Background: an optimization exercise with open tools, aiming at small area, a short achievable clock period and few clock cycles per item. Do not read the settings as production practice. Function was not checked in any run shown here: the RTL went through the layout flow alone. Power figures rest on the tool's default switching activity, not on a simulated workload.

==> design/flow/design.v <==
package pn_eval_pkg;
  localparam logic [1:0] OP_ADD = 2'b00;
  localparam logic [1:0] OP_SUB = 2'b01;
  localparam logic [1:0] OP_MUL = 2'b10;
  localparam logic [1:0] OP_RSV = 2'b11;
endpackage
module pn_alu #(
  parameter int DW = 30
) (
  input  logic [DW-1:0] x,
  input  logic [DW-1:0] m,
  input  logic [5:0]    bd,    
  input  logic          zsel,
  input  logic [DW-1:0] z,
  input  logic          zc,
  output logic [DW-1:0] res
);
  logic [DW-1:0] pp0, pp1, row1, s, c, cv;
  logic [DW:0] sum;
  always_comb begin
    pp0 = (({DW{bd[0]}} & m) | ({DW{bd[1]}} & {m[DW-2:0], 1'b0})) ^ {DW{bd[2]}};
    pp1 = (({DW{bd[3]}} & m) | ({DW{bd[4]}} & {m[DW-2:0], 1'b0})) ^ {DW{bd[5]}};
    row1 = zsel ? z : {pp1[DW-3:0], bd[5], bd[5]};
    s = x ^ pp0 ^ row1;
    c = (x & pp0) | (x & row1) | (pp0 & row1);
    cv = {c[DW-2:0], bd[2]};
    sum = {s, 1'b1} + {cv, zsel ? zc : bd[5]};
    res = sum[DW:1];
  end
endmodule
module pn_booth (
  input  logic [4:0] w,
  output logic [5:0] bd
);
  always_comb begin
    bd[0] = w[1] ^ w[0];
    bd[1] = (w[2] & ~w[1] & ~w[0]) | (~w[2] & w[1] & w[0]);
    bd[2] = w[2];
    bd[3] = w[3] ^ w[2];
    bd[4] = (w[4] & ~w[3] & ~w[2]) | (~w[4] & w[3] & w[2]);
    bd[5] = w[4];
  end
endmodule
module pn_eval #(
  parameter int DATA_W = 3,
  parameter int OUT_W = 64,
  parameter int MAX_LEN = 20
) (
  input  logic              clk,
  input  logic              rst,
  input  logic              in_valid,
  input  logic [DATA_W-1:0] in,
  input  logic              operator,
  input  logic              mode,
  output logic              out_valid,
  output logic [OUT_W-1:0]  out,
  output logic              err
);
  localparam int VD = 9;    
  localparam int PD = 9;    
  localparam int BD = 8;    
  localparam int DW = 30;
  function automatic integer vw(input integer j);
    case (j)
      0: vw = 30;   
      1: vw = 24;
      2: vw = 21;
      3: vw = 18;
      4: vw = 16;
      5: vw = 13;
      6: vw = 10;
      7: vw = 7;
      default: vw = 4;
    endcase
  endfunction
  logic active_q, ended_q, ov_q, err_q, errA_q, errF_q, mode_q;
  logic in_iv_q, in_op_q, in_first_q;
  logic [2:0] in_v_q;
  logic [4:0] cnt_q, lvl_q;
  logic [3:0] wp_q, rp_q;
  logic [BD-1:0][3:0] buf_q;
  logic first, a_err, fe;
  logic [4:0] a_lvl, a_cnt, n_lvl, n_cnt;
  assign first = in_valid & ~active_q;
  always_comb begin
    a_lvl = in_first_q ? (mode_q ? 5'd0 : 5'd1) : lvl_q;
    a_cnt = in_first_q ? 5'd0 : cnt_q;
    a_err = in_first_q ? 1'b0 : errA_q;
    n_lvl = a_lvl;
    n_cnt = a_cnt;
    if (in_iv_q) begin
      if (a_cnt == 5'd20) a_err = 1'b1;
      n_cnt = a_cnt == 5'd20 ? a_cnt : a_cnt + 5'd1;
      if (in_op_q) begin
        if (in_v_q[1:0] == pn_eval_pkg::OP_RSV) a_err = 1'b1;
        if (mode_q) begin
          if (a_lvl < 5'd2) a_err = 1'b1;
          n_lvl = a_lvl - 5'd1;
        end else begin
          if (a_lvl == 5'd0) a_err = 1'b1;
          n_lvl = a_lvl + 5'd1;
        end
      end else begin
        if (mode_q) n_lvl = a_lvl + 5'd1;
        else begin
          if (a_lvl == 5'd0) a_err = 1'b1;
          n_lvl = a_lvl - 5'd1;
        end
      end
      if (mode_q) begin
        if ({1'b0, a_cnt} + {1'b0, n_lvl} > 6'd20) a_err = 1'b1;
      end else begin
        if ({1'b0, a_cnt} + {1'b0, n_lvl} > 6'd19) a_err = 1'b1;
      end
    end
    fe = a_err | (mode_q ? n_lvl != 5'd1 : n_lvl != 5'd0);
  end
  logic ctv_q, ct_op_q;
  logic [2:0] ct_v_q;
  logic [DW-1:0] r_q;
  logic rv_q, rs_q;
  logic [VD-1:0][DW-1:0] v_q;    
  logic [VD-1:0] vs_q;
  logic [PD-1:0] pv_q, pl_q;
  logic [PD-1:0][1:0] po_q;
  logic pend_q, mb_q;
  logic [16:0] q_q;
  logic xt_q, xr_q, mt_q, zs_q, zc_q;
  logic [5:0] bd_q;
  logic [DW-1:0] t, x, m, z, res;
  logic [4:0] w_d;
  logic [5:0] bd_d;
  logic [DW-1:0] r_d;
  logic rv_d, rs_d;
  logic [VD-1:0][DW-1:0] v_d;
  logic [VD-1:0] vs_d;
  logic [PD-1:0] pv_d, pl_d;
  logic [PD-1:0][1:0] po_d;
  logic pend_d, mb_d, ctv_d, ct_op_d, mode_d;
  logic [2:0] ct_v_d;
  logic [16:0] q_d;
  logic xt_d, xr_d, mt_d, wt_d, wr_d, zs_d, zc_d;
  logic consume, load, avail, clr, fin_a, fin_b, fin_err;
  assign t = v_q[0];
  always_comb begin
    x = ({DW{xt_q}} & t) | ({DW{xr_q}} & r_q);
    m = mt_q ? t : r_q;
    z = {{(DW-3){zc_q}}, ct_v_q ^ {3{zc_q}}};
  end
  pn_alu #(.DW(DW)) u_alu (.x(x), .m(m), .bd(bd_q), .zsel(zs_q), .z(z), .zc(zc_q), .res(res));
  pn_booth u_booth (.w(w_d), .bd(bd_d));
  logic a_step, a_tr, a_rv, a_fuse, a_ppush, a_fpush, a_lpush;
  logic [1:0] a_op;
  logic n_step, n_tr, n_rv, n_fuse;
  logic [1:0] n_op;
  logic [3:0] rp_n;
  assign a_step = mb_q;
  assign a_tr = ~mb_q & (pend_q | (ctv_q & mode_q & ct_op_q));
  assign a_rv = ~mb_q & ~pend_q & ctv_q & ~mode_q & ~ct_op_q & pv_q[0] & pl_q[0];
  assign a_fuse = a_rv & pv_q[1] & pl_q[1] & ~po_q[1][1];
  assign a_ppush = ~mb_q & ~pend_q & ctv_q & mode_q & ~ct_op_q;
  assign a_fpush = ~mb_q & ~pend_q & ctv_q & ~mode_q & ct_op_q;
  assign a_lpush = ~mb_q & ~pend_q & ctv_q & ~mode_q & ~ct_op_q & ~(pv_q[0] & pl_q[0]);
  assign a_op = (~pend_q & mode_q) ? ct_v_q[1:0] : po_q[0];
  assign n_step = mb_d;
  assign n_tr = ~mb_d & (pend_d | (ctv_d & mode_d & ct_op_d));
  assign n_rv = ~mb_d & ~pend_d & ctv_d & ~mode_d & ~ct_op_d & pv_d[0] & pl_d[0];
  assign n_fuse = n_rv & pv_d[1] & pl_d[1] & ~po_d[1][1];
  assign n_op = (~pend_d & mode_d) ? ct_v_d[1:0] : po_d[0];
  always_comb begin
    logic fr4, fq, swapq, single, mul;
    logic pop_v, push_v, land, land2, idle_next;
    mul = a_op == pn_eval_pkg::OP_MUL;
    fr4 = r_q[DW-1:3] == '0 || r_q[DW-1:3] == '1;
    single = rs_q | vs_q[0] | fr4;
    swapq = ((t[DW-1:7] == '0 || t[DW-1:7] == '1) && !(r_q[DW-1:7] == '0 || r_q[DW-1:7] == '1)) ||
            ((t[DW-1:11] == '0 || t[DW-1:11] == '1) && !(r_q[DW-1:11] == '0 || r_q[DW-1:11] == '1)) ||
            ((t[DW-1:15] == '0 || t[DW-1:15] == '1) && !(r_q[DW-1:15] == '0 || r_q[DW-1:15] == '1));
    fq = q_q[16:4] == '0 || q_q[16:4] == '1;
    r_d = r_q;
    rv_d = rv_q;
    rs_d = rs_q;
    v_d = v_q;
    vs_d = vs_q;
    pv_d = pv_q;
    pl_d = pl_q;
    po_d = po_q;
    pend_d = pend_q;
    mb_d = mb_q;
    q_d = q_q;
    consume = ctv_q & ~mb_q & ~pend_q;
    pop_v = 1'b0;
    push_v = 1'b0;
    land = 1'b0;
    land2 = 1'b0;
    if (a_step) begin
      r_d = res;
      rs_d = 1'b0;
      v_d[0] = {t[DW-5:0], 4'b0};
      q_d = {{4{q_q[16]}}, q_q[16:4]};
      if (fq) begin
        mb_d = 1'b0;
        pop_v = 1'b1;
        if (!mode_q) land = 1'b1;
      end
    end
    if (a_tr) begin
      if (!mul || single) begin
        r_d = res;
        rs_d = 1'b0;
        pop_v = 1'b1;
        if (pend_q) land = 1'b1;
      end else begin
        r_d = '0;
        rs_d = 1'b0;
        mb_d = 1'b1;
        q_d = swapq ? {t[15:0], 1'b0} : {r_q[15:0], 1'b0};
        v_d[0] = swapq ? r_q : t;
      end
    end
    if (a_rv) begin
      r_d = res;
      rs_d = 1'b0;
      if (a_fuse) begin
        land2 = 1'b1;
        pop_v = 1'b1;
      end else land = 1'b1;
    end
    if (a_ppush | a_lpush) begin
      push_v = rv_q & (mode_q | pv_q[0]);
      r_d = {{(DW-3){1'b0}}, ct_v_q};
      rs_d = 1'b1;
      rv_d = 1'b1;
      if (!mode_q) pl_d[0] = 1'b1;
    end
    if (a_fpush) begin
      for (int i = PD - 1; i > 0; i--) begin
        pv_d[i] = pv_q[i-1];
        pl_d[i] = pl_q[i-1];
        po_d[i] = po_q[i-1];
      end
      pv_d[0] = 1'b1;
      pl_d[0] = 1'b0;
      po_d[0] = ct_v_q[1:0];
    end
    if (pop_v) begin
      for (int i = 0; i < VD - 1; i++) begin
        v_d[i] = v_q[i+1];
        vs_d[i] = vs_q[i+1];
      end
    end
    if (push_v) begin
      for (int i = VD - 1; i > 0; i--) begin
        v_d[i] = v_q[i-1];
        vs_d[i] = vs_q[i-1];
      end
      v_d[0] = r_q;
      vs_d[0] = rs_q;
    end
    if (land) begin
      for (int i = 0; i < PD - 1; i++) begin
        pv_d[i] = pv_q[i+1];
        pl_d[i] = pl_q[i+1];
        po_d[i] = po_q[i+1];
      end
      pv_d[PD-1] = 1'b0;
      pl_d[PD-1] = 1'b0;
      pend_d = pv_q[1] & pl_q[1];
      pl_d[0] = pv_q[1];
    end
    if (land2) begin
      for (int i = 0; i < PD - 2; i++) begin
        pv_d[i] = pv_q[i+2];
        pl_d[i] = pl_q[i+2];
        po_d[i] = po_q[i+2];
      end
      pv_d[PD-1] = 1'b0;
      pl_d[PD-1] = 1'b0;
      pv_d[PD-2] = 1'b0;
      pl_d[PD-2] = 1'b0;
      pend_d = pv_q[2] & pl_q[2];
      pl_d[0] = pv_q[2];
    end
    avail = rp_q != wp_q || in_valid;
    load = (~ctv_q | consume) & avail;
    ctv_d = load | (ctv_q & ~consume);
    if (load) {ct_op_d, ct_v_d} = rp_q != wp_q ? buf_q[rp_q[2:0]] : {operator, in};
    else {ct_op_d, ct_v_d} = {ct_op_q, ct_v_q};
    rp_n = rp_q + 4'(load);
    mode_d = first ? mode : mode_q;
    idle_next = ~(ctv_q & ~consume) & ~(rp_q != wp_q) & ~pend_d & ~mb_d;
    fin_a = active_q & ~ov_q & ~ended_q & ~fe & idle_next;   
    fin_b = active_q & ~ov_q & ended_q & ~errF_q & idle_next;
    fin_err = active_q & ~ov_q & ended_q & errF_q;
    if (fin_err) r_d = '0;
    clr = rst | ov_q;
    if (clr) begin
      ctv_d = 1'b0;
      mb_d = 1'b0;
      pend_d = 1'b0;
      pv_d = '0;
      pl_d = '0;
      rv_d = 1'b0;
    end
    xt_d = (n_tr & n_op != pn_eval_pkg::OP_MUL) | n_fuse;
    xr_d = n_step;
    wt_d = n_tr & n_op == pn_eval_pkg::OP_MUL & vs_d[0] & ~rs_d;
    wr_d = n_tr & n_op == pn_eval_pkg::OP_MUL & ~(vs_d[0] & ~rs_d);
    mt_d = n_step | wr_d;
    zs_d = n_rv & n_op != pn_eval_pkg::OP_MUL;
    zc_d = n_fuse ? po_d[1][0] ^ n_op[0] : n_op[0];
    if (n_step) w_d = q_d[4:0];
    else if (wt_d) w_d = {v_d[0][3:0], 1'b0};
    else if (wr_d) w_d = {r_d[3:0], 1'b0};
    else if (n_rv & n_op == pn_eval_pkg::OP_MUL)
      w_d = n_fuse & po_d[1][0] ? {4'd0 - {1'b0, ct_v_d}, 1'b0} : {1'b0, ct_v_d, 1'b0};
    else if (n_rv)
      w_d = n_fuse & po_d[1][0] ? 5'b11110 : 5'b00010;
    else
      w_d = n_op == pn_eval_pkg::OP_SUB ? 5'b11110 : 5'b00010;
  end
  for (genvar j = 0; j < VD; j++) begin : g_v
    localparam int WJ = vw(j);
    logic [WJ-1:0] st_q;
    always_ff @(posedge clk) st_q <= v_d[j][WJ-1:0];
    assign v_q[j] = {{(DW-WJ){st_q[WJ-1]}}, st_q};
  end
  always_ff @(posedge clk) begin
    r_q <= r_d;
    vs_q <= vs_d;
    q_q <= q_d;
    po_q <= po_d;
    rs_q <= rs_d;
    {ct_op_q, ct_v_q} <= {ct_op_d, ct_v_d};
    mode_q <= mode_d;
    if (in_valid) buf_q[wp_q[2:0]] <= {operator, in};
    in_op_q <= operator;
    in_v_q <= in;
    if (in_iv_q) begin
      lvl_q <= n_lvl;
      cnt_q <= n_cnt;
    end
    err_q <= fin_err;
    {xt_q, xr_q, mt_q, zs_q, zc_q, bd_q} <= {xt_d, xr_d, mt_d, zs_d, zc_d, bd_d};
    ctv_q <= ctv_d;
    mb_q <= mb_d;
    pend_q <= pend_d;
    pv_q <= pv_d;
    pl_q <= pl_d;
    rv_q <= rv_d;
    if (clr) begin
      active_q <= 1'b0;
      ended_q <= 1'b0;
      ov_q <= 1'b0;
      errA_q <= 1'b0;
      errF_q <= 1'b0;
      in_iv_q <= 1'b0;
      in_first_q <= 1'b0;
      wp_q <= '0;
      rp_q <= '0;
    end else begin
      active_q <= active_q | in_valid;
      if (active_q & ~ended_q & ~in_valid) begin
        ended_q <= 1'b1;
        errF_q <= fe;
      end
      ov_q <= (~in_valid & fin_a) | fin_b | fin_err;
      errA_q <= a_err;
      in_iv_q <= in_valid;
      in_first_q <= first;
      wp_q <= wp_q + 4'(in_valid);
      rp_q <= rp_n;
    end
  end
  assign out_valid = ov_q;
  assign err = err_q;
  assign out = {{(OUT_W-DW){r_q[DW-1]}}, r_q};
endmodule
==> design/flow/flow/run.sh <==
#!/bin/bash
# Standard ORFS layout (the standard.sh, unchanged synthesis, floorplan, power grid and
# routing), with repair_timing asked to keep a larger setup margin than the 16 ns clock needs,
# so that it sizes and buffers the design for speed. Each step's full log stays in orfs/logs.
set -euo pipefail
bash standard.sh SETUP_SLACK_MARGIN=11.4 finish > standard_flow.log 2>&1
==> design/flow/standard.sh <==
#!/bin/bash
# synth_recipe.tcl (not shown) runs the flow's synth.tcl, then flattens the netlist and writes it again
# the make line also repeats each setting of config.mk as NAME=value (left out here)
make -C /OpenROAD-flow-scripts/flow DESIGN_CONFIG=/design/flow/config.mk WORK_HOME=/design/flow/orfs CLKGATE_MAP_FILE= SYNTH_SCRIPT=/design/flow/synth_recipe.tcl "${@:-finish}"
==> design/flow/config.mk <==
export PLATFORM = sky130hd
export DESIGN_NAME = pn_eval
export DESIGN_NICKNAME = pn_eval
export VERILOG_FILES = /design/flow/design.v
export SDC_FILE = /design/flow/constraint.sdc
export NUM_CORES = 8
export LEC_CHECK = 0
export CAP_MARGIN = 20
export CORE_MARGIN = 2
export CORE_UTILIZATION = 40
export SETUP_SLACK_MARGIN = 1.0
export SLEW_MARGIN = 20
==> design/flow/constraint.sdc <==
create_clock -name core_clock -period 16.0 [get_ports {clk}]
set_input_delay 3.2000 -clock core_clock [delete_from_list [all_inputs] [get_ports {clk}]]
set_output_delay 3.2000 -clock core_clock [all_outputs]
set_load 0.01 [all_outputs]
==> results of run 1 <==
[final timing paths]
path | from | cells after the start | slack (ps) | end
worst min register to register | g_v[7].st_q[2] | 0 | 450 | g_v[8].st_q[2]
worst max register to register | ct_v_q[1] | 13 | 11100 | bd_q[1]
worst min-delay path | g_v[7].st_q[2] | 0 | 450 | g_v[8].st_q[2]
worst max-delay path | in_valid | 14 | 10800 | bd_q[1]
[routing by layer]
layer	global-route usage, %	vias to the layer above	wire length [µm]
met2	28.6	536	22100
met4	7.81	0	1560
li1	-	7700	-
met1	30.4	7628	25700
met5	0	-	0
met3	2.93	91	3300
[logic make-up after synthesis]
family / synth area share, %
AOI/OAI and AO/OA: 15.8
and+or+nand+nor: 19.2
muxes: 5.90
buffers and inverters: 5.65
adders and majority gates: 6.17
DFF: 42.3
xor gates and xnor gates: 4.96
[power by group through the flow]
stage	combinational, W	clock (W)	sequential (W)
4_1_cts	0.00207	0.000860	0.00138
2_1_floorplan	0.00163	0	0.00125
3_3_place_gp	0.00196	0	0.00139
6_report	0.00216	0.000837	0.00139
3_5_place_dp	0.00200	0	0.00139
5_1_grt	0.00243	0.000885	0.00142
[cells in the final DEF (no fill, tap or decap), drive strengths merged, types with 8 or more instances in the layout]
| master | instances |
|---|---|
| nand3 | 39 |
| clkinv | 17 |
| a31oi | 31 |
| nand2b | 17 |
| buf | 78 |
| clkdlybuf4s15 | 15 |
| inv | 102 |
| edfxtp | 204 |
| a22oi | 114 |
| a21o | 24 |
| mux4 | 8 |
| or3 | 10 |
| a211oi | 18 |
| a21oi | 87 |
| mux2i | 60 |
| ha | 48 |
| and4 | 9 |
| o21a | 8 |
| a22o | 41 |
| clkbuf | 56 |
| xor2 | 67 |
| o21ai | 63 |
| and2 | 10 |
| nor2b | 28 |
| dlygate4sd2 | 28 |
| dfxtp | 112 |
| nand2 | 466 |
| mux2 | 34 |
| fa | 31 |
| nor4 | 22 |
| xnor2 | 45 |
| nor3 | 47 |
| nor2 | 141 |
| nand4 | 22 |
| and3 | 12 |
[flip-flops by register name, indices dropped and copies added (netlist names), 2 cells and up]
| register | cells |
|---|---|
| rp_q | 4 |
| in_v_q | 2 |
| q_q | 17 |
| vs_q | 9 |
| r_q | 30 |
| po_q | 18 |
| pl_q | 9 |
| lvl_q | 5 |
| ct_v_q | 3 |
| g_v.st_q | 143 |
| bd_q | 6 |
| cnt_q | 5 |
| pv_q | 9 |
| wp_q | 4 |
| buf_q | 32 |
[critical path: cells and delay by family]
kind	cells	cell delay (ps)
and+or+nand+nor	6	1100
buffers and inverters	5	560
muxes	2	540
AOI/OAI and AO/OA	1	240
[metrics by stage]
step                cell area [µm²]  hold slack [ps]  worst slack (ps)  util [%]
floorplan                     19900              426             10490         -
global placement              20800              431              9200      42.7
detailed placement            20800              433              9160      42.7
CTS                           22600              451             10860      46.3
global route                  22800              451             10760      46.7
finish                        22800              449             10800      46.7
[layout make-up]
| cell class | instances | share of cell area (%) |
|---|---|---|
| Inverter | 103 | 1.72 |
| Multi-Input combinational cell | 1585 | 46.9 |
| Sequential cell | 316 | 37.2 |
| Tap cell | 664 | 3.65 |
| Clock inverter | 20 | 0.758 |
| Timing Repair Buffer | 133 | 5.23 |
| Clock buffer | 49 | 4.53 |
[timing repair]
item | in CTS | in global routing
setup endpoints to repair | 137 | 103
pin swaps | 22 | 19
gates resized for setup | 249 | 63
cloned | 5 | 2
setup buffers | 23 | 13
==> impl_metrics.json, run 1 <==
{
  "yosys_register_bits": 316,
  "dieArea_um2": 51200,
  "synth_edf_count": 204,
  "grt_max_degree": 102,
  "dieHeight_um": 226,
  "antenna_left": 0,
  "syn_inst": 2159,
  "status": "timing/DRC/antenna clean",
  "insertion_delay_ps": 570,
  "layout_min_cycle_time_ps": 5200,
  "syn_area_per_cell_um2": 9.16,
  "switching_share_pct": 41.9,
  "cts_tree": "yes",
  "post-route-drc-count": 0,
  "io_pins": 74,
  "p_int_w": 0.00255,
  "synth_top_area_share_pct": 31.0,
  "hold_class": "flop to flop",
  "rsz0062_at_grt": "true",
  "synth_top_area_cell": "edfxtp_1",
  "place_inst": 2758,
  "critPathMaxStageDelay_ps": 550,
  "drtIter0Drc": 1671,
  "clkPwrFrac_pct": 19.1,
  "gr-total-overflow": 0,
  "fp.coreArea_um2": 48800,
  "rows": 81,
  "setup_violations": 0,
  "ys_top_cells_by_count": "nand2_1, edfxtp_1, nor2_1",
  "worst_pin_slew_ps": 1060,
  "fill_cells": 4634,
  "tns_ps": 0,
  "fin_nets": 2264,
  "grt_usage_pct": 20.1,
  "pwr-share-seq_pct": 31.7,
  "yosys.cell_count.top_type": "nand2_1",
  "grt_pass1_wl_um": 82900,
  "portBuffers": 73,
  "diodes": 0,
  "wl_um": 52600,
  "hold_buffers": 0,
  "grt_pass1_vias": 14927,
  "synthToLayoutAreaGrowth_pct": 15.2,
  "netlist_top_cells_area": "edfxtp_1, dfxtp_1, nand2_1",
  "power.density_nw_per_um2": 193,
  "yosys_warnings": 3,
  "async_flop_share_pct": 0,
  "multi_input_area_um2": 10700,
  "critPathKind": "input port to flop",
  "yosysSeqAreaShare_pct": 42.3,
  "endpoint_kind": "flop",
  "crit_slowest_cell": "or4_4",
  "hold_viol": 0,
  "finalMaxSlewViolations": 0,
  "cp_max_fo": 5,
  "fmaxAchievable_ghz": 0.192,
  "avgViaCountPerCell": 5.56,
  "peakVddDrop_mv": 0.0807,
  "start_util_pct": 40.5,
  "clockBufferDepth": 3,
  "power_w": 0.00439,
  "netSwitchingPower_w": 0.00184,
  "syn-cell-area_um2": 19800,
  "ys_types": 90,
  "drive_above_1_share_pct": 14.2,
  "hpwl_um": 34000,
  "syn-num-nets": 2246,
  "gp_congestion": 0.895,
  "first_pass_iters": 5,
  "htree_num_levels": 2,
  "clock-sinks": 316,
  "start_kind": "input port",
  "p_leak_nw": 9.33,
  "clk_pin_slew_ps": 60,
  "required_ps": 16450,
  "antenna_found_initial": 0,
  "arrival_ps": 5650,
  "path_cells": "buf_8 -> buf_12 -> clkinvlp_4 -> nor2_4 -> mux2i_2 -> buf_4 -> inv_2 -> nand3_1 -> nand2_1 -> nand2_2 -> nor3_2 -> or4_4 -> a21o_4 -> mux2_4",
  "num_vias": 15955,
  "die_w_um": 226,
  "maxSlewHeadroom_pct": 29.3,
  "period_share_pct": 32.5,
  "fin_cells": 2870,
  "seqCellArea_um2": 8490,
  "wl_per_cell_um": 18.3,
  "pwr-share-comb_pct": 49.2,
  "finClkSkew_ps": 21.8,
  "cap_violations": 0,
  "cts-root-buf": "clkbuf_16",
  "cts_inserted_buffers": 38,
  "synth_ff_type": "edfxtp_1"
}
==> run 2: changes to the inputs <==
--- a/design/flow/flow/run.sh
+++ b/design/flow/flow/run.sh
@@ -5,2 +5,2 @@
 set -euo pipefail
-bash standard.sh SETUP_SLACK_MARGIN=11.4 finish > standard_flow.log 2>&1
+bash standard.sh SETUP_SLACK_MARGIN=11.0 finish > standard_flow.log 2>&1
==> impl_metrics.json, run 2 <==
{
  "r2r_cells": 19,
  "die_w_um": 226,
  "synth_top_area_cell": "edfxtp_1",
  "setup_violations": 0,
  "tns_ps": 0,
  "hold_viol": 0,
  "cts-root-buf": "clkbuf_16",
  "place_area_um2": 20800,
  "cap_violations": 0,
  "diodes": 0,
  "htree_num_levels": 2,
  "regMostFlops": "g_v.st_q",
  "ys_types": 90,
  "hpwl_um": 33600,
  "synthToLayoutAreaGrowth_pct": 14.5,
  "fmaxAchievable_ghz": 0.191,
  "yosys.cell_count.top_type": "nand2_1",
  "hold_path.startpoint": "g_v[7].st_q[3]",
  "p_leak_nw": 9.08,
  "worst_pin_slew_ps": 965,
  "power.density_nw_per_um2": 192,
  "hold_class": "flop to flop",
  "layout_common_cells": "nand2_1, edfxtp_1, nor2_1, a22oi_1, inv_1",
  "gp_congestion": 0.874,
  "cts_inserted_buffers": 38,
  "final_common_cell": "nand2_1",
  "switching_share_pct": 41.2,
  "yosysSeqAreaShare_pct": 42.3,
  "fp.coreArea_um2": 48800,
  "rsz0062_at_grt": "true",
  "dieArea_um2": 51200,
  "synth_mux_area_share_pct": 5.90,
  "synthAdderAreaFrac_pct": 6.17,
  "cts_tree": "yes",
  "critPathMaxStageDelay_ps": 500,
  "num_vias": 15729,
  "arrival_ps": 5670,
  "wl_per_cell_um": 17.8,
  "antenna_left": 0,
  "netlist_top_cells_area": "edfxtp_1, dfxtp_1, nand2_1",
  "reg2reg_to": "r_q[21]",
  "start_util_pct": 40.5,
  "path_cells": "buf_8 -> buf_12 -> clkinvlp_4 -> nor2_2 -> mux2i_2 -> buf_4 -> nor4_4 -> a31o_2 -> nor3_4 -> or4_4 -> a21o_4 -> mux2_4",
  "yosys_warnings": 3,
  "synth_compound_area_share_pct": 15.8,
  "layout_min_cycle_time_ps": 5230,
  "avgViaCountPerCell": 5.52,
  "grt_pass1_vias": 14747,
  "holdPathStages": 0,
  "required_ps": 16440,
  "synth_top_area_share_pct": 31.0,
  "r2r-start": "mt_q",
  "synth_top_family_by_area": "simple AND/OR/NAND/NOR gates",
  "finClkSkew_ps": 19.6,
  "insertion_delay_ps": 560,
  "start_kind": "input port",
  "hold_end": "g_v[8].st_q[3]",
  "drtIter0Drc": 1374,
  "grt_usage_pct": 19.5,
  "post-route-drc-count": 0,
  "clockBufferDepth": 3,
  "finalMaxSlewViolations": 0,
  "syn_inst": 2159,
  "first_pass_iters": 6,
  "wl_um": 50700,
  "grt_pass1_wl_um": 80900,
  "crit_slowest_cell": "or4_4",
  "endpoint_kind": "flop",
  "clkPwrFrac_pct": 19.8,
  "clk_pin_slew_ps": 60,
  "netSwitchingPower_w": 0.00180,
  "async_flop_share_pct": 0,
  "postLayoutCellArea_um2": 22700,
  "status": "timing/DRC/antenna clean",
  "cp_max_fo": 4,
  "syn-cell-area_um2": 19800,
  "drive_above_1_share_pct": 10.7,
  "r2r_slack_ps": 11180,
  "period_share_pct": 32.7,
  "io_pins": 74,
  "largest_reg_flops": 143,
  "dieHeight_um": 226,
  "p_int_w": 0.00256,
  "grt_max_degree": 76,
  "synth_ff_type": "edfxtp_1",
  "rows": 81,
  "synth-simple-area-share_pct": 19.2,
  "fin_nets": 2244,
  "yosys_register_bits": 316,
  "portBuffers": 73,
  "peakVddDrop_mv": 0.0725,
  "synthXorXnorAreaFrac_pct": 4.96,
  "critPathKind": "input port to flop",
  "gr-total-overflow": 0,
  "pwr-share-seq_pct": 32.0,
  "clock-sinks": 316,
  "maxSlewHeadroom_pct": 35.5,
  "syn-num-nets": 2246,
  "ys_top_cells_by_count": "nand2_1, edfxtp_1, nor2_1",
  "synth_edf_count": 204,
  "syn_area_per_cell_um2": 9.16,
  "pwr-share-comb_pct": 48.2,
  "antenna_found_initial": 0
}
run 2: cell counts after synthesis:
Identical to the previous run, type by type.
run 2: final cells by class:
type | instances | area (µm²)
clock inverter | 12 | 139
tap | 664 | 831
fill | 4615 | 26200
timing repair buffer | 114 | 1190
sequential | 316 | 8400
multi-input combinational | 1584 | 10600
inverter | 103 | 393
clock buffer | 58 | 1100
run 2: what timing repair did:
| item | in CTS | in global routing |
|---|---|---|
| cloned | 4 | 0 |
| pin swaps | 11 | 14 |
| hold buffers | 0 | 0 |
| resized for setup | 74 | 35 |
| buffers inserted | 17 | 5 |
| setup endpoints to repair | 131 | 34 |
| endpoints found under the hold margin | 0 | 0 |
run 2: worst max-delay path by stage:
stage	start	endpoint	slack (ps)	depth (start not counted)
6_report	in_valid	bd_q[1]	10770	12
2_1_floorplan	in[0]	bd_q[1]	10490	11
4_1_cts	in_valid	bd_q[1]	10820	12
3_5_place_dp	in_valid	bd_q[1]	9150	12
3_3_place_gp	in_valid	bd_q[1]	9190	12
5_1_grt	in_valid	bd_q[1]	10700	12
run 2: cell families (layout without fill, tap and decap cells):
kind of cell / after synthesis / after routing
flip-flops: 316 / 316
adder cells (fa/ha/maj): 79 / 79
XOR/XNOR: 112 / 112
multiplexers: 102 / 102
AND/OR/NAND/NOR: 846 / 847
AO/OA/AOI/OAI: 444 / 444
buffers and inverters: 260 / 287
run 2: routing by layer:
layer	part of all wire, %	vias up	global-route usage [%]
met2	43	473	29.6
li1	-	7665	-
met4	1.9	0	5.37
met3	5.9	63	2.89
met1	49	7528	28.8
met5	0	-	0
run 2: stage by stage:
step,std cells,hold WS [ps],setup WS (ps),total power (W),util [%]
2_1_floorplan,2159,426,10490,0.00285,-
4_1_cts,2846,451,10820,0.00430,45.9
6_report,2851,450,10770,0.00436,46.4
3_3_place_gp,2755,429,9190,0.00331,42.5
3_5_place_dp,2755,437,9150,0.00335,42.5
5_1_grt,2851,458,10700,0.00468,46.4
run 2: power groups by stage:
stage / sequential (W) / clock, W / combinational [W]
final: 0.00140 / 0.000863 / 0.00210
after detailed placement: 0.00140 / 0 / 0.00195
after global placement: 0.00140 / 0 / 0.00191
after CTS: 0.00139 / 0.000886 / 0.00203
after floorplan: 0.00125 / 0 / 0.00161
after global routing: 0.00142 / 0.000913 / 0.00235
run 2: critical path: cells and delay by family:
kind | cells | cell delay (ps)
AOI/OAI and AO/OA | 2 | 480
and+or+nand+nor | 4 | 990
buffers and inverters | 4 | 530
muxes | 2 | 460
==> run 3: changes to the inputs <==
==> design/flow/run.sh (new file) <==
#!/bin/bash
# synth_recipe.tcl (not shown) runs the flow's synth.tcl, then flattens the netlist and writes it again
# the make line also repeats each setting of config.mk as NAME=value (left out here)
make -C /OpenROAD-flow-scripts/flow DESIGN_CONFIG=/design/flow/config.mk WORK_HOME=/design/flow/orfs CLKGATE_MAP_FILE= SYNTH_SCRIPT=/design/flow/synth_recipe.tcl finish
removed: design/flow/flow/run.sh
removed: design/flow/standard.sh
==> impl_metrics.json, run 3 <==
{
  "tns_ps": 0,
  "hold_class": "flop to flop",
  "rows": 81,
  "syn-cell-area_um2": 19800,
  "pwr-share-comb_pct": 47.4,
  "first_pass_iters": 5,
  "switching_share_pct": 41.6,
  "synth_top_area_cell": "edfxtp_1",
  "drtIter0Drc": 1486,
  "syn_area_per_cell_um2": 9.16,
  "antenna_found_initial": 0,
  "dieHeight_um": 226,
  "synthToLayoutAreaGrowth_pct": 10.9,
  "p_int_w": 0.00245,
  "path_cells": "clkdlybuf4s50_1 -> buf_4 -> o21ai_1 -> a22oi_1 -> inv_2 -> nor4_1 -> a31o_2 -> nor3_1 -> or4_1 -> a21o_1 -> mux2_4",
  "worst_pin_slew_ps": 1110,
  "power.density_nw_per_um2": 191,
  "hold_viol": 0,
  "ys_top_cells_by_count": "nand2_1, edfxtp_1, nor2_1",
  "r2r-start": "zs_q",
  "ys_types": 90,
  "final_common_cell": "nand2_1",
  "yosysSeqAreaShare_pct": 42.3,
  "avgViaCountPerCell": 5.54,
  "netSwitchingPower_w": 0.00174,
  "regMostFlops": "g_v.st_q",
  "num_vias": 15647,
  "wl_um": 49700,
  "grt_usage_pct": 19.4,
  "htree_num_levels": 2,
  "die_w_um": 226,
  "endpoint_kind": "flop",
  "cp_max_fo": 40,
  "clock-sinks": 316,
  "synth_top_area_share_pct": 31.0,
  "async_flop_share_pct": 0,
  "arrival_ps": 6670,
  "period_share_pct": 38.9,
  "setup_violations": 0,
  "rsz0062_at_grt": "false",
  "gp_congestion": 0.902,
  "clockBufferDepth": 3,
  "clk_pin_slew_ps": 60,
  "start_kind": "input port",
  "drive_above_1_share_pct": 7.00,
  "timing.hold.ws_ps": 451,
  "largest_reg_flops": 143,
  "critPathMaxStageDelay_ps": 500,
  "fp.coreArea_um2": 48800,
  "hold_path.startpoint": "g_v[7].st_q[0]",
  "cap_violations": 0,
  "clkPwrFrac_pct": 19.5,
  "cts_inserted_buffers": 36,
  "maxSlewHeadroom_pct": 25.7,
  "pwr-share-seq_pct": 33.2,
  "holdPathStages": 0,
  "gr-total-overflow": 0,
  "antenna_left": 0,
  "cts_tree": "yes",
  "io_pins": 74,
  "status": "timing/DRC/antenna clean",
  "yosys_register_bits": 316,
  "wl_per_cell_um": 17.6,
  "r2r_cells": 17,
  "hpwl_um": 33900,
  "syn-num-nets": 2246,
  "required_ps": 16450,
  "layout_common_cells": "nand2_1, edfxtp_1, nor2_1, a22oi_1, dfxtp_1",
  "grt_pass1_vias": 14873,
  "insertion_delay_ps": 560,
  "critPathKind": "input port to flop",
  "hold_buffers": 0,
  "yosys.cell_count.top_type": "nand2_1",
  "p_leak_nw": 8.80,
  "hold_end": "g_v[8].st_q[0]",
  "yosys_warnings": 3,
  "crit_slowest_cell": "or4_1",
  "netlist_top_cells_area": "edfxtp_1, dfxtp_1, nand2_1",
  "layout_min_cycle_time_ps": 6220,
  "synth_ff_type": "edfxtp_1",
  "reg2reg_to": "r_q[26]",
  "diodes": 0,
  "syn_inst": 2159,
  "dieArea_um2": 51200,
  "post_cts_buffers": 0,
  "synth_edf_count": 204,
  "power_w": 0.00419,
  "post-route-util_pct": 44.9,
  "start_util_pct": 40.5,
  "portBuffers": 73,
  "grt_max_degree": 87,
  "peakVddDrop_mv": 0.0631,
  "fin_nets": 2218,
  "grt_pass1_wl_um": 80900,
  "cts-root-buf": "clkbuf_16",
  "post-route-drc-count": 0,
  "fmaxAchievable_ghz": 0.161,
  "finClkSkew_ps": 23.1,
  "r2r_slack_ps": 10400,
  "cts_resized": 0,
  "finalMaxSlewViolations": 0
}
run 3: cell counts after synthesis:
No cell type changed its count.
run 3: how the worst max path moves through the flow:
stage                        start      end  slack (ps)  cells past startpoint
final                     in_valid  bd_q[1]        9780                     11
after global routing      in_valid  bd_q[1]        9510                     12
after CTS                 in_valid  bd_q[1]        9830                     12
after detailed placement  in_valid  bd_q[1]        9230                     12
after global placement    in_valid  bd_q[1]        9290                     12
after floorplan            r_q[29]  bd_q[1]        9280                     12
run 3: metrics by stage:
| stage | instances | cell area [µm²] | setup slack [ps] |
|---|---|---|---|
| finish | 2822 | 21900 | 9780 |
| global route | 2822 | 21900 | 9510 |
| CTS | 2821 | 21900 | 9830 |
| detailed placement | 2756 | 20800 | 9230 |
| global placement | 2756 | 20800 | 9290 |
| floorplan | 2159 | 19800 | 9280 |
run 3: cells by family after synthesis:
kind of cell / count (synthesis) / synth area share (%)
compound gates: 444 / 15.8
flops: 316 / 42.3
mux: 102 / 5.90
fa+ha+maj: 79 / 6.17
buf+inv: 260 / 5.65
xor+xnor: 112 / 4.96
simple gates: 846 / 19.2
run 3: layout make-up:
cell class | count | area, µm²
Clock inverter | 13 | 88.8
Tap cell | 664 | 831
Sequential cell | 316 | 8370
Timing Repair Buffer | 91 | 873
Inverter | 103 | 389
Fill cell | 4682 | 26900
Multi-Input combinational cell | 1583 | 10300
Clock buffer | 52 | 1060
run 3: per-layer routing:
layer / GRT usage [%] / part of all wire (%) / vias up
met5: 0 / 0 / -
met4: 6.54 / 2.6 / 0
met3: 3.14 / 5.7 / 70
met2: 28.1 / 42 / 453
met1: 29.2 / 50 / 7514
li1: - / - / 7610
run 3: power by group through the flow:
stage                     logic, W  clock network, W  registers [W]
final                      0.00198          0.000816        0.00139
after CTS                  0.00198          0.000838        0.00138
after global placement     0.00192                 0        0.00140
after floorplan            0.00160                 0        0.00125
after detailed placement   0.00196                 0        0.00140
after global routing       0.00224          0.000863        0.00142
run 3: critical path, delay by kind of cell:
kind	cells	cell delay, ps
and+or+nand+nor	3	1040
AOI/OAI and AO/OA	4	1110
muxes	1	310
buffers and inverters	3	1000
==> run 4: changes to the inputs <==
--- a/design/flow/design.v
+++ b/design/flow/design.v
@@ -11,3 +11,3 @@
   input  logic [DW-1:0] m,
-  input  logic [5:0]    bd,    
+  input  logic [4:0]    w,
   input  logic          zsel,
@@ -17,2 +17,3 @@
 );
+  logic one0, two0, neg0, one1, two1, neg1;
   logic [DW-1:0] pp0, pp1, row1, s, c, cv;
@@ -20,9 +21,15 @@
   always_comb begin
-    pp0 = (({DW{bd[0]}} & m) | ({DW{bd[1]}} & {m[DW-2:0], 1'b0})) ^ {DW{bd[2]}};
-    pp1 = (({DW{bd[3]}} & m) | ({DW{bd[4]}} & {m[DW-2:0], 1'b0})) ^ {DW{bd[5]}};
-    row1 = zsel ? z : {pp1[DW-3:0], bd[5], bd[5]};
+    one0 = w[1] ^ w[0];
+    two0 = (w[2] & ~w[1] & ~w[0]) | (~w[2] & w[1] & w[0]);
+    neg0 = w[2];
+    one1 = w[3] ^ w[2];
+    two1 = (w[4] & ~w[3] & ~w[2]) | (~w[4] & w[3] & w[2]);
+    neg1 = w[4];
+    pp0 = (({DW{one0}} & m) | ({DW{two0}} & {m[DW-2:0], 1'b0})) ^ {DW{neg0}};
+    pp1 = (({DW{one1}} & m) | ({DW{two1}} & {m[DW-2:0], 1'b0})) ^ {DW{neg1}};
+    row1 = zsel ? z : {pp1[DW-3:0], neg1, neg1};
     s = x ^ pp0 ^ row1;
     c = (x & pp0) | (x & row1) | (pp0 & row1);
-    cv = {c[DW-2:0], bd[2]};
-    sum = {s, 1'b1} + {cv, zsel ? zc : bd[5]};
+    cv = {c[DW-2:0], neg0};
+    sum = {s, 1'b1} + {cv, zsel ? zc : neg1};
     res = sum[DW:1];
@@ -30,15 +37,2 @@
 endmodule
-module pn_booth (
-  input  logic [4:0] w,
-  output logic [5:0] bd
-);
-  always_comb begin
-    bd[0] = w[1] ^ w[0];
-    bd[1] = (w[2] & ~w[1] & ~w[0]) | (~w[2] & w[1] & w[0]);
-    bd[2] = w[2];
-    bd[3] = w[3] ^ w[2];
-    bd[4] = (w[4] & ~w[3] & ~w[2]) | (~w[4] & w[3] & w[2]);
-    bd[5] = w[4];
-  end
-endmodule
 module pn_eval #(
@@ -127,7 +121,6 @@
   logic [16:0] q_q;
-  logic xt_q, xr_q, mt_q, zs_q, zc_q;
-  logic [5:0] bd_q;
+  logic xt_q, xr_q, mt_q, wq_q, wt_q, wr_q, zs_q, zc_q;
+  logic [4:0] wp5_q;
   logic [DW-1:0] t, x, m, z, res;
-  logic [4:0] w_d;
-  logic [5:0] bd_d;
+  logic [4:0] w;
   logic [DW-1:0] r_d;
@@ -141,3 +134,4 @@
   logic [16:0] q_d;
-  logic xt_d, xr_d, mt_d, wt_d, wr_d, zs_d, zc_d;
+  logic xt_d, xr_d, mt_d, wq_d, wt_d, wr_d, zs_d, zc_d;
+  logic [4:0] wp5_d;
   logic consume, load, avail, clr, fin_a, fin_b, fin_err;
@@ -147,6 +141,6 @@
     m = mt_q ? t : r_q;
+    w = wq_q ? q_q[4:0] : wt_q ? {t[3:0], 1'b0} : wr_q ? {r_q[3:0], 1'b0} : wp5_q;
     z = {{(DW-3){zc_q}}, ct_v_q ^ {3{zc_q}}};
   end
-  pn_alu #(.DW(DW)) u_alu (.x(x), .m(m), .bd(bd_q), .zsel(zs_q), .z(z), .zc(zc_q), .res(res));
-  pn_booth u_booth (.w(w_d), .bd(bd_d));
+  pn_alu #(.DW(DW)) u_alu (.x(x), .m(m), .w(w), .zsel(zs_q), .z(z), .zc(zc_q), .res(res));
   logic a_step, a_tr, a_rv, a_fuse, a_ppush, a_fpush, a_lpush;
@@ -306,2 +300,3 @@
     xr_d = n_step;
+    wq_d = n_step;
     wt_d = n_tr & n_op == pn_eval_pkg::OP_MUL & vs_d[0] & ~rs_d;
@@ -311,11 +306,8 @@
     zc_d = n_fuse ? po_d[1][0] ^ n_op[0] : n_op[0];
-    if (n_step) w_d = q_d[4:0];
-    else if (wt_d) w_d = {v_d[0][3:0], 1'b0};
-    else if (wr_d) w_d = {r_d[3:0], 1'b0};
-    else if (n_rv & n_op == pn_eval_pkg::OP_MUL)
-      w_d = n_fuse & po_d[1][0] ? {4'd0 - {1'b0, ct_v_d}, 1'b0} : {1'b0, ct_v_d, 1'b0};
+    if (n_rv & n_op == pn_eval_pkg::OP_MUL)
+      wp5_d = n_fuse & po_d[1][0] ? {4'd0 - {1'b0, ct_v_d}, 1'b0} : {1'b0, ct_v_d, 1'b0};
     else if (n_rv)
-      w_d = n_fuse & po_d[1][0] ? 5'b11110 : 5'b00010;
+      wp5_d = n_fuse & po_d[1][0] ? 5'b11110 : 5'b00010;
     else
-      w_d = n_op == pn_eval_pkg::OP_SUB ? 5'b11110 : 5'b00010;
+      wp5_d = n_op == pn_eval_pkg::OP_SUB ? 5'b11110 : 5'b00010;
   end
@@ -343,3 +335,4 @@
     err_q <= fin_err;
-    {xt_q, xr_q, mt_q, zs_q, zc_q, bd_q} <= {xt_d, xr_d, mt_d, zs_d, zc_d, bd_d};
+    {xt_q, xr_q, mt_q, wq_q, wt_q, wr_q, zs_q, zc_q, wp5_q} <=
+      {xt_d, xr_d, mt_d, wq_d, wt_d, wr_d, zs_d, zc_d, wp5_d};
     ctv_q <= ctv_d;
==> impl_metrics.json, run 4 <==
{
  "grt_pass1_vias": 15745,
  "worst_pin_slew_ps": 1050,
  "rows": 82,
  "required_ps": 16460,
  "post_cts_buffers": 0,
  "power.density_nw_per_um2": 210,
  "synth_top_area_cell": "edfxtp_1",
  "fmaxAchievable_ghz": 0.154,
  "cp_max_fo": 82,
  "gr-total-overflow": 0,
  "hpwl_um": 37500,
  "p_leak_nw": 8.51,
  "clock-sinks": 316,
  "yosys.cell_count.top_type": "nand2_1",
  "layout_common_cells": "nand2_1, edfxtp_1, a21oi_1, nor2_1, dfxtp_1",
  "status": "timing/DRC/antenna clean",
  "ys_types": 84,
  "ys_top_cells_by_count": "nand2_1, edfxtp_1, a21oi_1",
  "wl_um": 55300,
  "yosys_register_bits": 316,
  "dieHeight_um": 230,
  "finClkSkew_ps": 46.1,
  "rsz0062_at_grt": "false",
  "grt_max_degree": 92,
  "final_common_cell": "nand2_1",
  "first_pass_iters": 6,
  "insertion_delay_ps": 580,
  "start_util_pct": 40.6,
  "num_vias": 16783,
  "post-route-util_pct": 45.0,
  "peakVddDrop_mv": 0.128,
  "syn_area_per_cell_um2": 9.09,
  "yosys_warnings": 2,
  "fp.coreArea_um2": 50200,
  "syn_inst": 2242,
  "netlist_top_cells_area": "edfxtp_1, dfxtp_1, nand2_1",
  "antenna_left": 0,
  "grt_pass1_wl_um": 88000,
  "clockBufferDepth": 3,
  "hold_buffers": 0,
  "cap_violations": 0,
  "grt_usage_pct": 20.5,
  "cts_inserted_buffers": 38,
  "endpoint_kind": "flop",
  "cts_resized": 0,
  "arrival_ps": 6970,
  "start_kind": "flop",
  "drive_above_1_share_pct": 6.83,
  "syn-num-nets": 2330,
  "avgViaCountPerCell": 5.79,
  "htree_num_levels": 2,
  "maxSlewHeadroom_pct": 29.6,
  "tns_ps": 0,
  "portBuffers": 73,
  "hold_viol": 0,
  "drtIter0Drc": 1730,
  "dieArea_um2": 52700,
  "fin_nets": 2286,
  "regMostFlops": "g_v.st_q",
  "cts_tree": "yes",
  "cts-root-buf": "clkbuf_16",
  "diodes": 0,
  "die_w_um": 230,
  "finalMaxSlewViolations": 0,
  "synthToLayoutAreaGrowth_pct": 10.9,
  "synth_top_area_share_pct": 30.7,
  "async_flop_share_pct": 0,
  "syn-cell-area_um2": 20400,
  "post-route-drc-count": 0,
  "period_share_pct": 40.6,
  "synth_ff_type": "edfxtp_1",
  "critPathKind": "flop to flop",
  "io_pins": 74,
  "antenna_found_initial": 0,
  "synth_edf_count": 208,
  "setup_violations": 0,
  "hold_class": "flop to flop",
  "largest_reg_flops": 143,
  "timing.hold.ws_ps": 451,
  "layout_min_cycle_time_ps": 6500,
  "yosysSeqAreaShare_pct": 41.3,
  "clk_pin_slew_ps": 80,
  "gp_congestion": 0.893,
  "wl_per_cell_um": 19.1
}
## run 4: changes by cell type in the layout (fill, tap and decap cells not counted), sizes merged, moves of 22 or more
cell | previous run | this run
a21oi | 87 | 160
o22ai | 3 | 76
a22oi | 114 | 53
nand2 | 466 | 406
xor2 | 67 | 13
maj3 | 0 | 28
xnor2 | 45 | 71
nand3 | 39 | 64
o311ai | 3 | 28
mux2i | 60 | 82
nor3 | 47 | 25
## run 4: final cells by class
class | count | area, µm²
Clock inverter | 16 | 111
Fill cell | 4747 | 27600
Inverter | 92 | 348
Clock buffer | 52 | 1120
Timing Repair Buffer | 101 | 941
Multi-Input combinational cell | 1649 | 10800
Tap cell | 672 | 841
Sequential cell | 316 | 8410
## run 4: power breakdown
group / total [W] / switching, W / internal, W / leakage (nW)
clock network: 0.000857 / 0.000352 / 0.000505 / 0.601
registers: 0.00139 / 0.000297 / 0.00109 / 2.84
logic: 0.00249 / 0.00147 / 0.00102 / 5.06
## run 4: cell families after synthesis
family / synth area share, %
buf+inv: 5.85
mux: 6.30
xor+xnor: 3.61
flops: 41.3
compound gates: 18.9
fa+ha+maj: 7.43
simple gates: 16.7
## run 4: worst paths after layout
check	from	cells after the start	slack (ps)	end
max	wq_q	21	9500	r_q[28]
min	g_v[7].st_q[0]	0	450	g_v[8].st_q[0]
max reg2reg	wq_q	21	9500	r_q[28]
min reg2reg	g_v[7].st_q[0]	0	450	g_v[8].st_q[0]
## run 4: worst max-delay path: stages, from the launching register on
cell	delay [ps]
dfxtp_4	750
nand2_1	220
o21ai_4	90
buf_4	580
nand2_1	540
buf_4	350
o22ai_1	180
o21ai_0	100
a21oi_1	210
fa_1	430
inv_1	70
ha_1	300
a21o_1	210
a21o_1	160
a21o_1	210
a21o_1	190
a31oi_1	510
o31ai_1	260
a2111oi_0	480
o31ai_1	160
xor2_1	160
a22o_1	200
## run 4: metal layers
metal  routed length, µm  track usage (%)
met5                   0                0
met2               24200             31.0
met3                3840             3.37
met1               26100             30.0
met4                1150             6.01
## run 4: per-stage QoR
step	instance area, µm²	cells	power [W]	worst slack [ps]
floorplan	20400	2242	0.00314	10750
global placement	21400	2830	0.00381	9730
detailed placement	21400	2830	0.00384	9580
CTS	22600	2898	0.00473	9620
global route	22600	2898	0.00508	9090
finish	22600	2898	0.00474	9500
==> run 5: changes to the inputs <==
==> design/flow/flow/run.sh (new file) <==
#!/bin/bash
# Standard ORFS layout (the standard.sh, unchanged synthesis, floorplan, power grid and
# routing), with repair_timing asked to keep a larger setup margin than the 16 ns clock needs,
# so that it sizes and buffers the design for speed. Each step's full log stays in orfs/logs.
set -euo pipefail
bash standard.sh SETUP_SLACK_MARGIN=11.5 finish > standard_flow.log 2>&1
==> design/flow/standard.sh (new file) <==
#!/bin/bash
# synth_recipe.tcl (not shown) runs the flow's synth.tcl, then flattens the netlist and writes it again
# the make line also repeats each setting of config.mk as NAME=value (left out here)
make -C /OpenROAD-flow-scripts/flow DESIGN_CONFIG=/design/flow/config.mk WORK_HOME=/design/flow/orfs CLKGATE_MAP_FILE= SYNTH_SCRIPT=/design/flow/synth_recipe.tcl "${@:-finish}"
removed: design/flow/run.sh
==> impl_metrics.json, run 5 <==
{
  "die_w_um": 230,
  "power_w": 0.00563,
  "wl_um": 62300,
  "reg2reg_to": "r_q[22]",
  "synth_top_area_cell": "edfxtp_1",
  "gr-total-overflow": 0,
  "status": "timing/DRC/antenna clean",
  "hold_buffers": 0,
  "top_layer": "met4",
  "clk_pin_slew_ps": 60,
  "yosys_warnings": 2,
  "fmaxAchievable_ghz": 0.207,
  "endpoint_kind": "flop",
  "grt_max_degree": 86,
  "switching_share_pct": 44.7,
  "arrival_ps": 5250,
  "portBuffers": 73,
  "r2r-start": "wr_q",
  "synthToLayoutAreaGrowth_pct": 25.4,
  "start_kind": "flop",
  "cts_inserted_buffers": 36,
  "hold_viol": 0,
  "layout_min_cycle_time_ps": 4830,
  "hold_end": "g_v[8].st_q[3]",
  "rows": 82,
  "yosys_register_bits": 316,
  "cap_violations": 0,
  "start_util_pct": 40.6,
  "syn-num-nets": 2330,
  "post-route-drc-count": 0,
  "place_inst": 2828,
  "seqCellArea_um2": 8530,
  "netSwitchingPower_w": 0.00252,
  "syn_inst": 2242,
  "num_vias": 17960,
  "wl_per_cell_um": 20.6,
  "fin_nets": 2415,
  "grt_pass1_vias": 16773,
  "drtIter0Drc": 1745,
  "peakVddDrop_mv": 0.118,
  "period_share_pct": 30.2,
  "setup_violations": 0,
  "wl_met3_um": 4640,
  "r2r_slack_ps": 11170,
  "first_pass_iters": 5,
  "critPathKind": "flop to flop",
  "grt_pass1_wl_um": 95600,
  "hold_class": "flop to flop",
  "fill_cells": 4410,
  "required_ps": 16420,
  "ys_top_cells_by_count": "nand2_1, edfxtp_1, a21oi_1",
  "rsz0062_at_grt": "true",
  "clkPwrFrac_pct": 13.9,
  "r2r_cells": 20,
  "cts_tree": "yes",
  "tns_ps": 0,
  "syn_area_per_cell_um2": 9.09,
  "synth_edf_count": 208,
  "dieArea_um2": 52700,
  "multi_input_area_um2": 11900,
  "synth_ff_type": "edfxtp_1",
  "async_flop_share_pct": 0,
  "pwr-share-seq_pct": 24.9,
  "syn-cell-area_um2": 20400,
  "wl_met2_um": 27200,
  "insertion_delay_ps": 540,
  "gp_congestion": 0.899,
  "ys_types": 84,
  "power.density_nw_per_um2": 220,
  "dieHeight_um": 230,
  "p_int_w": 0.00311,
  "largest_reg_flops": 143,
  "layout_common_cells": "nand2_1, edfxtp_1, nor2_1, a21oi_1, buf_4",
  "regMostFlops": "g_v.st_q",
  "cp_max_fo": 5,
  "io_pins": 74,
  "clock-sinks": 316,
  "antenna_found_initial": 0,
  "finClkSkew_ps": 28.3,
  "hold_path.startpoint": "g_v[7].st_q[3]",
  "worst_pin_slew_ps": 1120,
  "netlist_top_cells_area": "edfxtp_1, dfxtp_1, nand2_1",
  "yosysSeqAreaShare_pct": 41.3,
  "cts-root-buf": "clkbuf_16",
  "holdPathStages": 0,
  "clockBufferDepth": 3,
  "final_common_cell": "nand2_1",
  "antenna_left": 0,
  "maxSlewHeadroom_pct": 25.1,
  "finalMaxSlewViolations": 0,
  "synth_top_area_share_pct": 30.7,
  "pwr-share-comb_pct": 61.1,
  "fp.coreArea_um2": 50200,
  "met1_length_um": 28400,
  "hpwl_um": 37100,
  "grt_usage_pct": 22.3,
  "htree_num_levels": 2,
  "yosys.cell_count.top_type": "nand2_1",
  "p_leak_nw": 9.87,
  "fin_cells": 3028,
  "drive_above_1_share_pct": 22.8,
  "avgViaCountPerCell": 5.93
}
==> run 5: worst max path at each step <==
stage	to	cells after the start	slack, ps	startpoint
floorplan	wp5_q[3]	10	11010	in_valid
finish	r_q[22]	20	11170	wr_q
detailed placement	r_q[28]	19	9910	wq_q
global route	r_q[22]	21	11030	wt_q
CTS	wp5_q[2]	11	11260	in_valid
global placement	r_q[28]	19	10030	wq_q
==> run 5: power groups by stage <==
stage | Sequential, W | Combinational, W | Clock (W)
after global placement | 0.00140 | 0.00243 | 0
after CTS | 0.00140 | 0.00301 | 0.000801
after global routing | 0.00142 | 0.00370 | 0.000834
after detailed placement | 0.00140 | 0.00247 | 0
final | 0.00140 | 0.00344 | 0.000783
after floorplan | 0.00127 | 0.00193 | 0
==> run 5: final cells by class <==
type	instances	share of cell area, %
flip-flops and latches	316	33.4
clock buffers	48	3.96
clock inverters	17	0.367
repair inverters	1	0.0343
well taps	672	3.29
repair buffers	229	10.9
diodes	2	0.0196
multi-input cells	1651	46.6
inverters	92	1.46
==> run 5: logic make-up after synthesis <==
kind of cell    count (synthesis)  synth area share [%]
simple gates                  761                  16.7
compound gates                580                  18.9
flops                         316                  41.3
buf+inv                       277                  5.85
mux                           116                  6.30
fa+ha+maj                     108                  7.43
xor+xnor                       84                  3.61
==> run 5: critical path, cell delays in order, from the launching register on <==
cell and delay, ps:
dfxtp_4 380, mux2_4 310, mux2i_4 200, o21ai_4 150
buf_6 160, buf_16 140, o311ai_1 420, o21ai_1 180
a21oi_2 220, fa_1 460, inv_2 80, ha_4 210
a21o_1 180, a21o_1 230, a21o_1 220, a31oi_4 210
o31ai_4 120, a21o_1 250, a221oi_2 280, xnor2_1 120
a22o_1 200
==> run 5: per-stage QoR <==
stage          hold WS [ps]  utilization, %  worst slack [ps]  area, µm²
2_1_floorplan           426               -             11010      20600
3_3_place_gp            431            42.8             10030      21500
3_5_place_dp            436            42.8              9910      21500
4_1_cts                 450            49.1             11260      24700
5_1_grt                 466            50.9             11030      25500
6_report                452            50.9             11170      25600
==> run 5: per-layer routing <==
metal	global-route usage (%)	up-vias
met5	0	-
met4	7.89	0
met3	3.36	161
met2	33.6	800
met1	32.4	8679
li1	-	8320
==> run 5: timing repair <==
action | in CTS | in global routing
pin swaps | 77 | 96
gates resized for setup | 465 | 129
cloned | 24 | 2
buffers inserted | 67 | 39
endpoints found under the setup margin | 188 | 127

-- afterwards: timing with drivers on the ports --
The results above use ideal ports. As a check the final layouts listed here were re-extracted and re-timed, cells and wires unchanged. Step 1 assumes that a clkbuf_16 drives the clock port and a buf_2 every other input. Step 2 also shifts input and output timing later by t, the mid clock arrival at the registers, as if the neighbouring blocks saw the same clock. Three values: ideal ports, drivers, drivers and shift; two values: the first two.
run | t, ns | setup WS [ns] | worst register clock-pin slew, ns
run 1 | 0.619 | 10.800 / 10.807 / 10.188 | 0.06 / 0.06
run 2 | 0.605 | 10.772 / 10.785 / 10.180 | 0.06 / 0.06
run 3 | 0.611 | 9.776 / 9.810 / 9.200 | 0.07 / 0.07
run 4 | 0.611 | 9.498 / 9.498 / 9.414 | 0.08 / 0.08
run 5 | 0.575 | 11.167 / 11.167 / 10.700 | 0.06 / 0.06
After both steps every run listed still meets setup and hold. The setup slack of run 1, which loses most, moves by +0.007 ns with the drivers and by -0.612 ns with both steps.
